Context: an optimization exercise on an open-source flow, tuned for small area. The choices shown serve that exercise and are no tape-out recipe.
Function was checked by simulation only, so behaviour that the tests miss may differ from the original.
Power and IR drop assume default switching activity.

==> inputs of v8 <==
==> flow/design.v <==
module regfile_scoreboard #(
  parameter int DATA_WIDTH = 32,
  parameter int ADDR_WIDTH = 5
) (
  input  logic                  clock,
  input  logic                  reset,
  input  logic                  write_enable,
  input  logic [ADDR_WIDTH-1:0] write_address,
  input  logic [DATA_WIDTH-1:0] write_data_in,
  input  logic [ADDR_WIDTH-1:0] read_address_1,
  input  logic [ADDR_WIDTH-1:0] read_address_2,
  output logic [DATA_WIDTH-1:0] data_out_1,
  output logic [DATA_WIDTH-1:0] data_out_2,
  output logic                  hazard_1,
  output logic                  hazard_2,
  input  logic                  issue_valid,
  input  logic [ADDR_WIDTH-1:0] issue_address,
  input  logic [ADDR_WIDTH-1:0] read_address_debug,
  output logic [DATA_WIDTH-1:0] data_out_debug,
  output logic                  busy_out_debug
);
  localparam int NUM_REGS = 2 ** ADDR_WIDTH;
  logic [DATA_WIDTH-1:0] regs [NUM_REGS];
  logic [NUM_REGS-1:0]   busy;
  logic [NUM_REGS-1:0]   busy_next;
  logic                  write_hit;
  logic [DATA_WIDTH-1:0] rd_1;
  logic [DATA_WIDTH-1:0] rd_2;
  logic [DATA_WIDTH-1:0] rd_debug;
  assign write_hit = write_enable && (write_address != '0);
  assign rd_1 = (read_address_1 == '0) ? '0 :
                (write_enable && write_address == read_address_1) ? write_data_in :
                regs[read_address_1];
  assign rd_2 = (read_address_2 == '0) ? '0 :
                (write_enable && write_address == read_address_2) ? write_data_in :
                regs[read_address_2];
  assign rd_debug = (read_address_debug == '0) ? '0 :
                    (write_enable && write_address == read_address_debug) ? write_data_in :
                    regs[read_address_debug];
  always_comb begin
    busy_next = busy;
    if (write_enable) busy_next[write_address] = 1'b0;
    if (issue_valid)  busy_next[issue_address] = 1'b1;   
    busy_next[0] = 1'b0;
  end
  assign hazard_1 = busy[read_address_1] && (read_address_1 != '0) &&
                    !(write_enable && write_address == read_address_1);
  assign hazard_2 = busy[read_address_2] && (read_address_2 != '0) &&
                    !(write_enable && write_address == read_address_2);
  always_ff @(posedge clock or negedge reset) begin
    if (!reset) begin
      for (int i = 0; i < NUM_REGS; i++) regs[i] <= '0;
      busy           <= '0;
      data_out_1     <= '0;
      data_out_2     <= '0;
      data_out_debug <= '0;
      busy_out_debug <= 1'b0;
    end else begin
      if (write_hit) regs[write_address] <= write_data_in;
      busy           <= busy_next;
      data_out_1     <= rd_1;
      data_out_2     <= rd_2;
      data_out_debug <= rd_debug;
      busy_out_debug <= busy_next[read_address_debug];
    end
  end
endmodule
==> flow/run.sh <==
#!/bin/bash
# synth_recipe.tcl (not shown) runs the flow's synth.tcl, then flattens the netlist and writes it again
# the make line also repeats each setting of config.mk as NAME=value (left out here)
make -C /OpenROAD-flow-scripts/flow DESIGN_CONFIG=/design/flow/config.mk WORK_HOME=/design/flow/orfs CLKGATE_MAP_FILE= SYNTH_SCRIPT=/design/flow/synth_recipe.tcl finish
==> flow/config.mk <==
export PLATFORM = sky130hd
export DESIGN_NAME = regfile_scoreboard
export DESIGN_NICKNAME = regfile_scoreboard
export VERILOG_FILES = /design/flow/design.v
export SDC_FILE = /design/flow/constraint.sdc
export NUM_CORES = 8
export LEC_CHECK = 0
export CAP_MARGIN = 20
export CORE_MARGIN = 2
export CORE_UTILIZATION = 40
export SLEW_MARGIN = 20
==> flow/constraint.sdc <==
create_clock -name core_clock -period 5.0 [get_ports {clock}]
set_input_delay 1.0000 -clock core_clock [delete_from_list [all_inputs] [get_ports {clock}]]
set_output_delay 1.0000 -clock core_clock [all_outputs]
set_load 0.01 [all_outputs]
==> inputs of v20, as changes to v8 <==
==> flow/design.v, changed modules only <==
module regfile_scoreboard_ao22 (
  input  logic a1, a2, b1, b2,
  output logic y
);
  assign y = (a1 & a2) | (b1 & b2);
endmodule
module regfile_scoreboard_aoi222 (
  input  logic a1, a2, b1, b2, c1, c2,
  output logic y
);
  assign y = ~((a1 & a2) | (b1 & b2) | (c1 & c2));
endmodule
module regfile_scoreboard_nand4 (
  input  logic a, b, c, d,
  output logic y
);
  assign y = ~(a & b & c & d);
endmodule
module regfile_scoreboard_nand2_aoi (
  input  logic a, b, c1, c2,
  output logic y
);
  assign y = ~(a & b & ~(c1 & c2));
endmodule
module regfile_scoreboard_or3 (
  input  logic a, b, c,
  output logic y
);
  assign y = a | b | c;
endmodule
module regfile_scoreboard_rbit (
  input  logic [30:0] s,
  input  logic [30:0] d,
  output logic        y
);
  logic [9:0] z;
  logic [2:0] p;
  for (genvar k = 0; k < 10; k++) begin : g_aoi
    regfile_scoreboard_aoi222 u (
      .a1(s[3*k]),   .a2(d[3*k]),
      .b1(s[3*k+1]), .b2(d[3*k+1]),
      .c1(s[3*k+2]), .c2(d[3*k+2]),
      .y(z[k])
    );
  end
  regfile_scoreboard_nand4     u_n0 (.a(z[0]), .b(z[1]), .c(z[2]), .d(z[3]), .y(p[0]));
  regfile_scoreboard_nand4     u_n1 (.a(z[4]), .b(z[5]), .c(z[6]), .d(z[7]), .y(p[1]));
  regfile_scoreboard_nand2_aoi u_n2 (.a(z[8]), .b(z[9]), .c1(s[30]), .c2(d[30]), .y(p[2]));
  regfile_scoreboard_or3       u_o  (.a(p[0]), .b(p[1]), .c(p[2]), .y(y));
endmodule
module regfile_scoreboard #(
  parameter int DATA_WIDTH = 32,
  parameter int ADDR_WIDTH = 5
) (
  input  logic                  clock,
  input  logic                  reset,
  input  logic                  write_enable,
  input  logic [ADDR_WIDTH-1:0] write_address,
  input  logic [DATA_WIDTH-1:0] write_data_in,
  input  logic [ADDR_WIDTH-1:0] read_address_1,
  input  logic [ADDR_WIDTH-1:0] read_address_2,
  output logic [DATA_WIDTH-1:0] data_out_1,
  output logic [DATA_WIDTH-1:0] data_out_2,
  output logic                  hazard_1,
  output logic                  hazard_2,
  input  logic                  issue_valid,
  input  logic [ADDR_WIDTH-1:0] issue_address,
  input  logic [ADDR_WIDTH-1:0] read_address_debug,
  output logic [DATA_WIDTH-1:0] data_out_debug,
  output logic                  busy_out_debug
);
  localparam int NUM_REGS = 2 ** ADDR_WIDTH;
  localparam int N = NUM_REGS - 1;
  logic [N*DATA_WIDTH-1:0]      regs;        
  logic [N*DATA_WIDTH-1:0]      regs_nxt;
  logic [DATA_WIDTH-1:0][N-1:0] regs_t;      
  logic [N-1:0]                 valid;
  logic [N-1:0]                 busy;
  logic [N-1:0]                 wsel, whold, isel;
  logic [N-1:0]                 sel_1, sel_2, sel_debug;
  logic [N-1:0]                 hsel_1, hsel_2;
  logic [ADDR_WIDTH-1:0]        addr_1_q, addr_2_q, addr_debug_q;
  always_comb begin
    for (int i = 0; i < N; i++) begin
      wsel[i]      = write_enable && (write_address == ADDR_WIDTH'(i + 1));
      whold[i]     = !wsel[i];
      isel[i]      = issue_valid && (issue_address == ADDR_WIDTH'(i + 1));
      sel_1[i]     = (addr_1_q == ADDR_WIDTH'(i + 1)) && valid[i];
      sel_2[i]     = (addr_2_q == ADDR_WIDTH'(i + 1)) && valid[i];
      sel_debug[i] = (addr_debug_q == ADDR_WIDTH'(i + 1)) && valid[i];
      hsel_1[i]    = (read_address_1 == ADDR_WIDTH'(i + 1));
      hsel_2[i]    = (read_address_2 == ADDR_WIDTH'(i + 1));
    end
  end
  for (genvar i = 0; i < N; i++) begin : g_row
    for (genvar b = 0; b < DATA_WIDTH; b++) begin : g_bit
      assign regs_t[b][i] = regs[i*DATA_WIDTH+b];
      regfile_scoreboard_ao22 u_w (
        .a1(wsel[i]), .a2(write_data_in[b]), .b1(whold[i]), .b2(regs[i*DATA_WIDTH+b]), .y(regs_nxt[i*DATA_WIDTH+b])
      );
    end
  end
  always_ff @(posedge clock) regs <= regs_nxt;
  always_ff @(posedge clock or negedge reset) begin
    if (!reset) begin
      valid        <= '0;
      busy         <= '0;
      addr_1_q     <= '0;
      addr_2_q     <= '0;
      addr_debug_q <= '0;
    end else begin
      valid        <= valid | wsel;
      busy         <= isel | (busy & ~wsel);
      addr_1_q     <= read_address_1;
      addr_2_q     <= read_address_2;
      addr_debug_q <= read_address_debug;
    end
  end
  for (genvar b = 0; b < DATA_WIDTH; b++) begin : g_rd
    regfile_scoreboard_rbit u_r1 (.s(sel_1),     .d(regs_t[b]), .y(data_out_1[b]));
    regfile_scoreboard_rbit u_r2 (.s(sel_2),     .d(regs_t[b]), .y(data_out_2[b]));
    regfile_scoreboard_rbit u_rd (.s(sel_debug), .d(regs_t[b]), .y(data_out_debug[b]));
  end
  always_comb begin
    busy_out_debug = 1'b0;
    hazard_1       = 1'b0;
    hazard_2       = 1'b0;
    for (int i = 0; i < N; i++) begin
      busy_out_debug = busy_out_debug | ((addr_debug_q == ADDR_WIDTH'(i + 1)) & busy[i]);
      hazard_1       = hazard_1 | (hsel_1[i] & busy[i] & ~wsel[i]);
      hazard_2       = hazard_2 | (hsel_2[i] & busy[i] & ~wsel[i]);
    end
  end
endmodule
Settings changed: SYNTH_HIERARCHICAL set to 1.
==> run_results.csv <==
group,metric,value,unit
layout,syn2layout_area_growth,18.8,%
pwr,swShare,0.328,
synth,synthesis.nets,5632,
pwr,combinationalPower,0.00453,W
pwr,p_per_area,393,nW/um^2
status,outcome,"finished clean",
cts,clock-sinks,1120,
timing,final.setup.tns,0,ps
synth,synth_largest_area_cell,"dfrtp_1",
synth,yosys.area_share.simple,0.0838,
routing,wl_met2,152,mm
synth,synthesis.area,60900,um^2
place,dp_hpwl,240,mm
grt,grt_pass1_vias,59600,
pwr,p_int,0.0191,W
layout,n_sequential_cell,1120,
worst_setup_path,crit_type,"input pin to output port",
(the above is from v8)
==> run_results.csv <==
group,metric,value,unit
status,outcome,"complete, but fails checks",
status,violations,"negative setup slack",
layout,syn2layout_area_growth,24.2,%
synth,yosys.area_share.simple,0.106,
layout,n_sequential_cell,1069,
grt,grt_pass1_vias,48700,
synth,synthesis.nets,4087,
worst_setup_path,crit_type,"register to output port",
timing,final.setup.tns,-5000,ps
timing,setup_viol,64,
timing,setup_ws,-272,ps
pwr,swShare,0.299,
synth,synth_largest_area_cell,"dfxtp_1",
cts,clock-sinks,1069,
(the above is from v20)

==> inputs of trial 45 <==
regfile_scoreboard, a different RTL version from the one above (not shown whole).
==> flow/design.v (excerpt) <==
module regfile_scoreboard #(
  parameter int DATA_WIDTH = 32,
  parameter int ADDR_WIDTH = 5
) (
  input  logic                  clock,
  input  logic                  reset,
  input  logic                  write_enable,
  input  logic [ADDR_WIDTH-1:0] write_address,
  input  logic [DATA_WIDTH-1:0] write_data_in,
  input  logic [ADDR_WIDTH-1:0] read_address_1,
  input  logic [ADDR_WIDTH-1:0] read_address_2,
  output logic [DATA_WIDTH-1:0] data_out_1,
  output logic [DATA_WIDTH-1:0] data_out_2,
  output logic                  hazard_1,
  output logic                  hazard_2,
  input  logic                  issue_valid,
  input  logic [ADDR_WIDTH-1:0] issue_address,
  input  logic [ADDR_WIDTH-1:0] read_address_debug,
  output logic [DATA_WIDTH-1:0] data_out_debug,
  output logic                  busy_out_debug
);
Settings: LEC_CHECK=0, CAP_MARGIN=5, CELL_PAD_IN_SITES_DETAIL_PLACEMENT=1, CELL_PAD_IN_SITES_GLOBAL_PLACEMENT=1, CORE_MARGIN=2, CORE_UTILIZATION=45, PLACE_DENSITY=0.6, SETUP_SLACK_MARGIN=0.4, SLEW_MARGIN=5, SYNTH_HIERARCHICAL=1; clock period 5.0 ns.
standard.sh (not shown) runs the stock make flow with config.mk's settings and CLKGATE_MAP_FILE= SYNTH_SCRIPT=/design/flow/synth_recipe.tcl, a recipe that flattens the netlist after the stock synthesis.
==> flow/flow/run.sh <==
#!/bin/bash
# The standard layout (standard.sh), with two changes made through
# ORFS's own variables:
# * small buf_2 port buffers instead of the default delay-cell buffers;
# * clock tree: sink clusters of up to 24 flops within 80 um, no dummy loads.
# ORFS writes each step's full log under orfs/logs; standard.log has the rest.
set -euo pipefail
export BUFFER_PORTS_ARGS="-buffer_cell sky130_fd_sc_hd__buf_2"
export CTS_ARGS="-sink_clustering_enable -repair_clock_nets -dont_use_dummy_load -sink_clustering_size 24 -sink_clustering_max_diameter 80"
bash standard.sh > standard.log 2>&1
==> build 24: changes against trial 45 <==
Settings changed: CAP_MARGIN 5 to 35, SLEW_MARGIN 5 to 35.
==> trial 30: changes against trial 45 <==
==> flow/flow/run.sh (replaced) <==
#!/bin/bash
# The standard layout (standard.sh), with two changes made through
# ORFS's own variables:
# * small buf_2 port buffers instead of the default delay-cell buffers;
# * clock tree: sink clusters of up to 26 flops within 85 um, no dummy loads.
# ORFS writes each step's full log under orfs/logs; standard.log has the rest.
set -euo pipefail
export BUFFER_PORTS_ARGS="-buffer_cell sky130_fd_sc_hd__buf_2"
export CTS_ARGS="-sink_clustering_enable -repair_clock_nets -dont_use_dummy_load -sink_clustering_size 26 -sink_clustering_max_diameter 85"
bash standard.sh > standard.log 2>&1
Settings changed: CAP_MARGIN 5 to 35, SLEW_MARGIN 5 to 35.
==> results.txt <==
Global-route usage: trial 45 is higher than build 24 (0.13 points). In build 24 the clock skew is higher than in trial 45, by 0.014 ns. Clock power: trial 30 is lower than build 24 (about 2%). Setup slack: trial 45 is lower than build 24 (0.029 ns). In trial 45 the non-clock buffer count is higher than in trial 30, by 10. Against trial 45, the fmax of trial 30 is higher by 1.2%. Count of clock-buffer cells in the layout is the same in trial 45 and build 24. Trial 30 completed with no timing, DRC or antenna violations. Build 24 finished with timing, DRC and antenna clean. Trial 45 reached the layout checks and failed them: max-capacitance violations, max-slew violations.
==> figures <==
| item | trial 30 | trial 45 | build 24 |
|---|---|---|---|
| Multi-input logic area | 23700 um^2 | 23800 um^2 | 23700 um^2 |
| Ratio of layout area to synthesized area | 1.105x | 1.110x | 1.108x |
| Global routing met2 resource utilization | 0.700 | 0.706 | 0.700 |
| # clk buffers | 52 | 55 | 55 |
| Combined buffer and inverter count along the critical path | 2 | 1 | 1 |
| TritonCTS buffer count | 52 | 55 | 55 |
| Total cell area at the placement stage | 48300 um^2 | 48200 um^2 | 48300 um^2 |
| Run status | timing/DRC/antenna clean | complete, but fails checks | timing/DRC/antenna clean |
| Reasons for failing layout checks | - | max-capacitance violations, max-slew violations | - |
| Fraction of layout cells with a size suffix above 1 | 0.118 | 0.123 | 0.119 |
| Cell Count, Final, Fillers Out | 5497 | 5520 | 5508 |
| Count of multi-input combinational gates | 2807 | 2813 | 2807 |
| Net switching power | 4.04 mW | 4.10 mW | 4.06 mW |
| Worst Hold Slack | 0.325 ns | 0.308 ns | 0.321 ns |
| Detailed-placement wirelength estimate | 146000 um | 146000 um | 146000 um |
| Multi-input gate share of total cell area | 0.478 | 0.477 | 0.477 |
| Amount of wire on met2 after detailed routing | 107000 um | 108000 um | 107000 um |

afterwards: timing with drivers on the ports:
In the flow no input, the clock included, has a driving cell. The finished layouts below were timed again as built, in two steps. Step 1, drivers: a clkbuf_16 drives clock and a buf_2 each remaining input, both assumed. Step 2 also shifts input and output timing later by t, the mid clock arrival at the registers, as if the neighbouring blocks saw the same clock. Three values: ideal ports, drivers, drivers and shift; two values: the first two.
run	t (ns)	setup slack, ns	cell pins on the clock port's net
v8	0.909	0.477 / 0.453 / 0.006	1
v20	0.811	-0.272 / -0.348 / 0.126	1
trial 45	0.796	0.266 / 0.187 / 0.674	1
build 24	0.798	0.294 / 0.214 / 0.722	1
trial 30	0.793	0.321 / 0.239 / 0.719	1
The setup slack of v8, which loses most, moves by -0.024 ns with the drivers and by -0.471 ns with both steps.
